Source: an optimization exercise on an open RTL-to-GDS flow (aim: small area, a short achievable clock period and few clock cycles). Production flows keep margins and buffers that such runs may drop. The RTL was checked by simulation tests, not by an equivalence proof against the original design. No activity file was given, so power comes from the tool's default toggle rates.

==> indigo <==
==> flow/design.v <==
package tkst_pkg;
	localparam int TABLE_SIZE_DEF = 64;
	localparam int MAX_RESULTS    = 64;
	localparam int SCORE_W        = 32;
	localparam int RANK_W         = 6;
	localparam int COUNT_W        = 7;
	localparam int OP_W           = 2;
	typedef enum logic [OP_W-1:0] {
		OP_INSERT = 2'd0,
		OP_CLEAR  = 2'd1,
		OP_READ   = 2'd2
	} op_t;
	typedef enum logic [2:0] {
		ST_IDLE,
		ST_DISPATCH,
		ST_INS_RD,
		ST_INS_CMP,
		ST_RD_REQ,
		ST_RD_OUT,
		ST_STATUS
	} state_t;
	typedef struct packed {
		logic latch;
		logic clear;
		logic ins_read;
		logic ins_shift;
		logic ins_place;
		logic rd_read;
		logic rd_emit;
		logic st_emit;
	} ctrl_cmd_t;
	typedef struct packed {
		logic [OP_W-1:0] op;
		logic            n_zero;
		logic            i_zero;
		logic            above;
		logic            last_entry;
		logic            out_free;
	} dp_stat_t;
endpackage
import tkst_pkg::*;
module tkst_ctrl (
	input  logic                 clk,
	input  logic                 arst_n,
	input  logic                 in_valid,
	output logic                 in_ready,
	input  tkst_pkg::dp_stat_t   st,
	output tkst_pkg::ctrl_cmd_t  cmd
);
	tkst_pkg::state_t state_q;
	tkst_pkg::state_t state_nxt;
	always_ff @(posedge clk or negedge arst_n) begin
		if (!arst_n) begin
			state_q <= ST_IDLE;
		end else begin
			state_q <= state_nxt;
		end
	end
	always_comb begin
		state_nxt = state_q;
		cmd       = '0;
		in_ready  = 1'b0;
		case (state_q)
			ST_IDLE: begin
				in_ready  = 1'b1;
				cmd.latch = in_valid;
				if (in_valid) state_nxt = ST_DISPATCH;
			end
			ST_DISPATCH: begin
				case (st.op)
					OP_INSERT: begin
						cmd.ins_read = 1'b1;           
						state_nxt    = ST_INS_CMP;
					end
					OP_READ: begin
						if (st.n_zero) state_nxt = ST_STATUS;
						else begin
							cmd.rd_read = 1'b1;        
							state_nxt   = ST_RD_OUT;
						end
					end
					default: begin
						cmd.clear = (st.op == OP_CLEAR);
						state_nxt = ST_STATUS;
					end
				endcase
			end
			ST_INS_CMP: begin
				if (!st.i_zero && st.above) begin
					cmd.ins_shift = 1'b1;
				end else begin
					cmd.ins_place = 1'b1;
					state_nxt     = ST_STATUS;
				end
			end
			ST_RD_OUT: begin
				if (st.out_free) begin
					cmd.rd_emit = 1'b1;
					if (st.last_entry) state_nxt = ST_IDLE;
				end
			end
			ST_STATUS: begin
				if (st.out_free) begin
					cmd.st_emit = 1'b1;
					state_nxt   = ST_IDLE;
				end
			end
			default: state_nxt = ST_IDLE;
		endcase
	end
endmodule
import tkst_pkg::*;
module tkst_dp #(
	parameter int TABLE_SIZE = tkst_pkg::TABLE_SIZE_DEF
) (
	input  logic                         clk,
	input  logic                         arst_n,
	input  tkst_pkg::ctrl_cmd_t          cmd,
	output tkst_pkg::dp_stat_t           st,
	input  logic [tkst_pkg::OP_W-1:0]    in_op,
	input  logic [tkst_pkg::SCORE_W-1:0] in_score,
	input  logic [tkst_pkg::COUNT_W-1:0] in_read_count,
	output logic                         out_tvalid,
	input  logic                         out_tready,
	output logic [tkst_pkg::SCORE_W-1:0] out_score,
	output logic [tkst_pkg::RANK_W-1:0]  out_rank,
	output logic                         out_valid,
	output logic                         out_last,
	output logic [tkst_pkg::COUNT_W-1:0] out_count
);
	localparam int CW = $clog2(TABLE_SIZE + 1);
	localparam int AW = (TABLE_SIZE > 1) ? $clog2(TABLE_SIZE) : 1;
	localparam int XW = (CW > COUNT_W) ? CW : COUNT_W;
	logic [SCORE_W-1:0] mem [TABLE_SIZE];
	logic [SCORE_W-1:0] rd_data_q;
	logic [OP_W-1:0]    op_q;
	logic [SCORE_W-1:0] score_q;
	logic [CW-1:0]      held_q;
	logic [CW-1:0]      i_q;
	logic [COUNT_W-1:0] k_q;
	logic [COUNT_W-1:0] n_q;
	logic               tvalid_q;
	logic [CW-1:0]      i_m1, i_m2;
	logic [COUNT_W-1:0] k_p1;
	logic               i_in_table;
	logic               held_full;
	logic               mem_we;
	logic               mem_re;
	logic [AW-1:0]      waddr;
	logic [AW-1:0]      raddr;
	logic [SCORE_W-1:0] wdata;
	logic [XW-1:0]      held_x;
	logic [XW-1:0]      want_x;
	logic [XW-1:0]      n_x;
	logic               out_free;
	assign i_m1       = i_q - CW'(1);
	assign i_m2       = i_q - CW'(2);
	assign k_p1       = k_q + COUNT_W'(1);
	assign i_in_table = (i_q != CW'(TABLE_SIZE));
	assign held_full  = (held_q == CW'(TABLE_SIZE));
	assign held_x = XW'(held_q);
	assign want_x = XW'(in_read_count);
	always_comb begin
		n_x = want_x;
		if (n_x > held_x) n_x = held_x;
		if (n_x > XW'(MAX_RESULTS)) n_x = XW'(MAX_RESULTS);
	end
	assign mem_we = (cmd.ins_shift || cmd.ins_place) && i_in_table;
	assign waddr  = i_q[AW-1:0];
	assign wdata  = cmd.ins_shift ? rd_data_q : score_q;
	assign mem_re = cmd.ins_read || cmd.ins_shift || cmd.rd_read || cmd.rd_emit;
	always_comb begin
		if (cmd.ins_read)       raddr = i_m1[AW-1:0];
		else if (cmd.ins_shift) raddr = i_m2[AW-1:0];
		else if (cmd.rd_read)   raddr = '0;
		else                    raddr = k_p1[AW-1:0];
	end
	always_ff @(posedge clk) begin
		if (mem_we) mem[waddr] <= wdata;
		if (mem_re) rd_data_q <= mem[raddr];
	end
	always_ff @(posedge clk) begin
		if (cmd.latch) begin
			op_q    <= in_op;
			score_q <= in_score;
			i_q     <= held_q;
			k_q     <= '0;
			n_q     <= COUNT_W'(n_x);
		end else begin
			if (cmd.ins_shift) i_q <= i_m1;
			if (cmd.rd_emit)   k_q <= k_p1;
		end
	end
	always_ff @(posedge clk or negedge arst_n) begin
		if (!arst_n) begin
			held_q <= '0;
		end else if (cmd.clear) begin
			held_q <= '0;
		end else if (cmd.ins_place && !held_full) begin
			held_q <= held_q + CW'(1);
		end
	end
	assign out_free = !tvalid_q || out_tready;
	always_ff @(posedge clk or negedge arst_n) begin
		if (!arst_n) begin
			tvalid_q <= 1'b0;
		end else if (cmd.rd_emit || cmd.st_emit) begin
			tvalid_q <= 1'b1;
		end else if (out_tready) begin
			tvalid_q <= 1'b0;
		end
	end
	always_ff @(posedge clk) begin
		if (cmd.rd_emit) begin
			out_score <= rd_data_q;
			out_rank  <= k_q[RANK_W-1:0];
			out_valid <= 1'b1;
			out_last  <= st.last_entry;
			out_count <= COUNT_W'(held_q);
		end else if (cmd.st_emit) begin
			out_score <= '0;
			out_rank  <= '0;
			out_valid <= 1'b0;
			out_last  <= 1'b1;
			out_count <= COUNT_W'(held_q);
		end
	end
	assign out_tvalid = tvalid_q;
	assign st.op         = op_q;
	assign st.n_zero     = (n_q == '0);
	assign st.i_zero     = (i_q == '0);
	assign st.above      = $signed(score_q) > $signed(rd_data_q);
	assign st.last_entry = (k_p1 == n_q);
	assign st.out_free   = out_free;
endmodule
import tkst_pkg::*;
module top_k_score_table #(
	parameter int TABLE_SIZE = tkst_pkg::TABLE_SIZE_DEF
) (
	input  logic        clk,
	input  logic        arst_n,
	input  logic        s_tvalid,
	output logic        s_tready,
	input  logic [39:0] s_tdata,    
	input  logic [1:0]  s_tuser,    
	output logic        m_tvalid,
	input  logic        m_tready,
	output logic [47:0] m_tdata,    
	output logic [0:0]  m_tuser,    
	output logic        m_tlast     
);
	tkst_pkg::ctrl_cmd_t          cmd;
	tkst_pkg::dp_stat_t           st;
	logic [SCORE_W-1:0] out_score;
	logic [RANK_W-1:0]  out_rank;
	logic               out_valid;
	logic [COUNT_W-1:0] out_count;
	tkst_ctrl u_ctrl (
		.clk      (clk),
		.arst_n   (arst_n),
		.in_valid (s_tvalid),
		.in_ready (s_tready),
		.st       (st),
		.cmd      (cmd)
	);
	tkst_dp #(
		.TABLE_SIZE (TABLE_SIZE)
	) u_dp (
		.clk           (clk),
		.arst_n        (arst_n),
		.cmd           (cmd),
		.st            (st),
		.in_op         (s_tuser),
		.in_score      (s_tdata[31:0]),
		.in_read_count (s_tdata[38:32]),
		.out_tvalid    (m_tvalid),
		.out_tready    (m_tready),
		.out_score     (out_score),
		.out_rank      (out_rank),
		.out_valid     (out_valid),
		.out_last      (m_tlast),
		.out_count     (out_count)
	);
	assign m_tdata    = {3'b000, out_count, out_rank, out_score};
	assign m_tuser[0] = out_valid;
endmodule
==> flow/run.sh <==
#!/bin/bash
# synth_recipe.tcl (not shown) runs the flow's synth.tcl, then flattens the netlist and writes it again
# the make line also repeats each setting of config.mk as NAME=value (left out here)
make -C /OpenROAD-flow-scripts/flow DESIGN_CONFIG=/design/flow/config.mk WORK_HOME=/design/flow/orfs CLKGATE_MAP_FILE= SYNTH_SCRIPT=/design/flow/synth_recipe.tcl finish
==> flow/config.mk <==
export PLATFORM = sky130hd
export DESIGN_NAME = top_k_score_table
export DESIGN_NICKNAME = top_k_score_table
export VERILOG_FILES = /design/flow/design.v
export SDC_FILE = /design/flow/constraint.sdc
export NUM_CORES = 4
export LEC_CHECK = 0
export CAP_MARGIN = 20
export CORE_MARGIN = 2
export CORE_UTILIZATION = 40
export SLEW_MARGIN = 20
==> flow/constraint.sdc <==
create_clock -name core_clock -period 6.0 [get_ports {clk}]
set_input_delay 1.2000 -clock core_clock [delete_from_list [all_inputs] [get_ports {clk}]]
set_output_delay 1.2000 -clock core_clock [all_outputs]
set_load 0.01 [all_outputs]
==> yarrow: changes against indigo <==
==> flow/design.v, changed modules only <==
module tkst_ctrl (
	input  logic                 clk,
	input  logic                 arst_n,
	input  logic                 in_valid,
	output logic                 in_ready,
	input  tkst_pkg::dp_stat_t   st,
	output tkst_pkg::ctrl_cmd_t  cmd
);
	tkst_pkg::state_t state_q;
	tkst_pkg::state_t state_nxt;
	always_ff @(posedge clk or negedge arst_n) begin
		if (!arst_n) begin
			state_q <= ST_IDLE;
		end else begin
			state_q <= state_nxt;
		end
	end
	always_comb begin
		state_nxt = state_q;
		case (state_q)
			ST_IDLE: begin
				if (in_valid) state_nxt = ST_DISPATCH;
			end
			ST_DISPATCH: begin
				case (st.op)
					OP_INSERT: state_nxt = ST_INS_RD;
					OP_READ:   state_nxt = st.n_zero ? ST_STATUS : ST_RD_REQ;
					default:   state_nxt = ST_STATUS;
				endcase
			end
			ST_INS_RD: begin
				state_nxt = st.i_zero ? ST_STATUS : ST_INS_CMP;
			end
			ST_INS_CMP: begin
				state_nxt = st.above ? ST_INS_RD : ST_STATUS;
			end
			ST_RD_REQ: begin
				state_nxt = ST_RD_OUT;
			end
			ST_RD_OUT: begin
				if (st.out_free) state_nxt = st.last_entry ? ST_IDLE : ST_RD_REQ;
			end
			ST_STATUS: begin
				if (st.out_free) state_nxt = ST_IDLE;
			end
			default: state_nxt = ST_IDLE;
		endcase
	end
	always_comb begin
		cmd      = '0;
		in_ready = 1'b0;
		case (state_q)
			ST_IDLE: begin
				in_ready  = 1'b1;
				cmd.latch = in_valid;
			end
			ST_DISPATCH: begin
				cmd.clear = (st.op == OP_CLEAR);
			end
			ST_INS_RD: begin
				cmd.ins_place = st.i_zero;
				cmd.ins_read  = !st.i_zero;
			end
			ST_INS_CMP: begin
				cmd.ins_shift = st.above;
				cmd.ins_place = !st.above;
			end
			ST_RD_REQ: begin
				cmd.rd_read = 1'b1;
			end
			ST_RD_OUT: begin
				cmd.rd_emit = st.out_free;
			end
			ST_STATUS: begin
				cmd.st_emit = st.out_free;
			end
			default: begin
				cmd = '0;
			end
		endcase
	end
endmodule
module tkst_dp #(
	parameter int TABLE_SIZE = tkst_pkg::TABLE_SIZE_DEF
) (
	input  logic                         clk,
	input  logic                         arst_n,
	input  tkst_pkg::ctrl_cmd_t          cmd,
	output tkst_pkg::dp_stat_t           st,
	input  logic [tkst_pkg::OP_W-1:0]    in_op,
	input  logic [tkst_pkg::SCORE_W-1:0] in_score,
	input  logic [tkst_pkg::COUNT_W-1:0] in_read_count,
	output logic                         out_tvalid,
	input  logic                         out_tready,
	output logic [tkst_pkg::SCORE_W-1:0] out_score,
	output logic [tkst_pkg::RANK_W-1:0]  out_rank,
	output logic                         out_valid,
	output logic                         out_last,
	output logic [tkst_pkg::COUNT_W-1:0] out_count
);
	localparam int CW = $clog2(TABLE_SIZE + 1);
	localparam int AW = (TABLE_SIZE > 1) ? $clog2(TABLE_SIZE) : 1;
	localparam int XW = (CW > COUNT_W) ? CW : COUNT_W;
	logic [SCORE_W-1:0] mem [TABLE_SIZE];
	logic [SCORE_W-1:0] rd_data_q;
	logic [OP_W-1:0]    op_q;
	logic [SCORE_W-1:0] score_q;
	logic [CW-1:0]      held_q;
	logic [CW-1:0]      i_q;
	logic [COUNT_W-1:0] k_q;
	logic [COUNT_W-1:0] n_q;
	logic               tvalid_q;
	logic [CW-1:0]      i_m1;
	logic               i_in_table;
	logic               held_full;
	logic               mem_we;
	logic               mem_re;
	logic [AW-1:0]      waddr;
	logic [AW-1:0]      raddr;
	logic [SCORE_W-1:0] wdata;
	logic [XW-1:0]      held_x;
	logic [XW-1:0]      want_x;
	logic [XW-1:0]      n_x;
	logic               out_free;
	assign i_m1       = i_q - CW'(1);
	assign i_in_table = (i_q != CW'(TABLE_SIZE));
	assign held_full  = (held_q == CW'(TABLE_SIZE));
	assign held_x = XW'(held_q);
	assign want_x = XW'(in_read_count);
	always_comb begin
		n_x = want_x;
		if (n_x > held_x) n_x = held_x;
		if (n_x > XW'(MAX_RESULTS)) n_x = XW'(MAX_RESULTS);
	end
	assign mem_we = (cmd.ins_shift || cmd.ins_place) && i_in_table;
	assign waddr  = i_q[AW-1:0];
	assign wdata  = cmd.ins_shift ? rd_data_q : score_q;
	assign mem_re = cmd.ins_read || cmd.rd_read;
	assign raddr  = cmd.rd_read ? AW'(k_q) : i_m1[AW-1:0];
	always_ff @(posedge clk) begin
		if (mem_we) mem[waddr] <= wdata;
		if (mem_re) rd_data_q <= mem[raddr];
	end
	always_ff @(posedge clk) begin
		if (cmd.latch) begin
			op_q    <= in_op;
			score_q <= in_score;
			i_q     <= held_q;
			k_q     <= '0;
			n_q     <= COUNT_W'(n_x);
		end else begin
			if (cmd.ins_shift) i_q <= i_m1;
			if (cmd.rd_emit)   k_q <= k_q + COUNT_W'(1);
		end
	end
	always_ff @(posedge clk or negedge arst_n) begin
		if (!arst_n) begin
			held_q <= '0;
		end else if (cmd.clear) begin
			held_q <= '0;
		end else if (cmd.ins_place && !held_full) begin
			held_q <= held_q + CW'(1);
		end
	end
	assign out_free = !tvalid_q || out_tready;
	always_ff @(posedge clk or negedge arst_n) begin
		if (!arst_n) begin
			tvalid_q <= 1'b0;
		end else if (cmd.rd_emit || cmd.st_emit) begin
			tvalid_q <= 1'b1;
		end else if (out_tready) begin
			tvalid_q <= 1'b0;
		end
	end
	always_ff @(posedge clk) begin
		if (cmd.rd_emit) begin
			out_score <= rd_data_q;
			out_rank  <= k_q[RANK_W-1:0];
			out_valid <= 1'b1;
			out_last  <= st.last_entry;
			out_count <= COUNT_W'(held_q);
		end else if (cmd.st_emit) begin
			out_score <= '0;
			out_rank  <= '0;
			out_valid <= 1'b0;
			out_last  <= 1'b1;
			out_count <= COUNT_W'(held_q);
		end
	end
	assign out_tvalid = tvalid_q;
	assign st.op         = op_q;
	assign st.n_zero     = (n_q == '0);
	assign st.i_zero     = (i_q == '0);
	assign st.above      = $signed(score_q) > $signed(rd_data_q);
	assign st.last_entry = ((k_q + COUNT_W'(1)) == n_q);
	assign st.out_free   = out_free;
endmodule
==> comparison table <==
| item | indigo | yarrow |
|---|---|---|
| Status | finished clean | finished clean |
| Effective utilization at floorplan | 0.402 | 0.402 |
| Clock share of power | 0.241 | 0.244 |
| Post-synthesis cell type count | 80 | 61 |
| Setup slack, reg-to-reg | 190 ps | 950 ps |
| Reg-to-Reg Start | u_dp.rd_data_q[23]$_DFFE_PP_ | u_dp.score_q[31]$_DFFE_PP_ |
| Fraction of synthesized area in multiplexers | 0.0355 | 0.158 |
| Synth top area share | 0.741 | 0.768 |
| First-pass GRT wire length | 375 mm | 314 mm |
| Seq power | 19.2 mW | 19.5 mW |
| Sequential portion of the cell area | 0.647 | 0.673 |
| Gate power share | 0.407 | 0.389 |
| Worst-case vdd ir drop | 0.525 mV | 0.659 mV |
| Routability-driven placement congestion ratio | 0.873 | 0.855 |
| Mean number of vias per cell | 5.83 | 5.78 |
| Power density of the placed cells | 538 nW/um^2 | 544 nW/um^2 |
| Part of the Yosys area used for sequential elements | 0.746 | 0.773 |
| Post-Place Setup Slack | 426 ps | 1130 ps |
| Slew headroom | 0.203 | 0.231 |
| Clock insertion delay at the later pin of the skew report | 860 ps | 870 ps |
Testbench counts of indigo, summed over its fixed seeds: cycles 110,907.
Testbench counts of yarrow, summed over its fixed seeds: cycles 198,350.

==> separate check: timing with driven ports <==
No port has a modelled driver above. Below, the same layouts with a new extraction and two added sets of constraints. Step 1 sets driving cells, clkbuf_16 on the clock port and buf_2 on the other inputs (assumed; they add their load-dependent delay and slew). Step 2 times the ports against the registers' clock, not the clock port: input delays grow and output delays shrink by t, the midpoint of the rising clock arrivals with the driver on. a / b / c = ideal ports / drivers / drivers and shift; a / b = the first two.
run | t (ns) | setup slack, ns | hold WS [ns] | clock arrival spread, ns | worst slew at a driven data input, ns
indigo | 0.935 | 0.190 / 0.190 / 0.190 | 0.482 / 0.482 / 0.482 | 0.037 / 0.036 | 0.05
yarrow | 0.939 | 0.953 / 0.953 / 0.953 | 0.506 / 0.506 / 0.506 | 0.052 / 0.052 | 0.05
After both steps setup and hold are still met in every run listed.
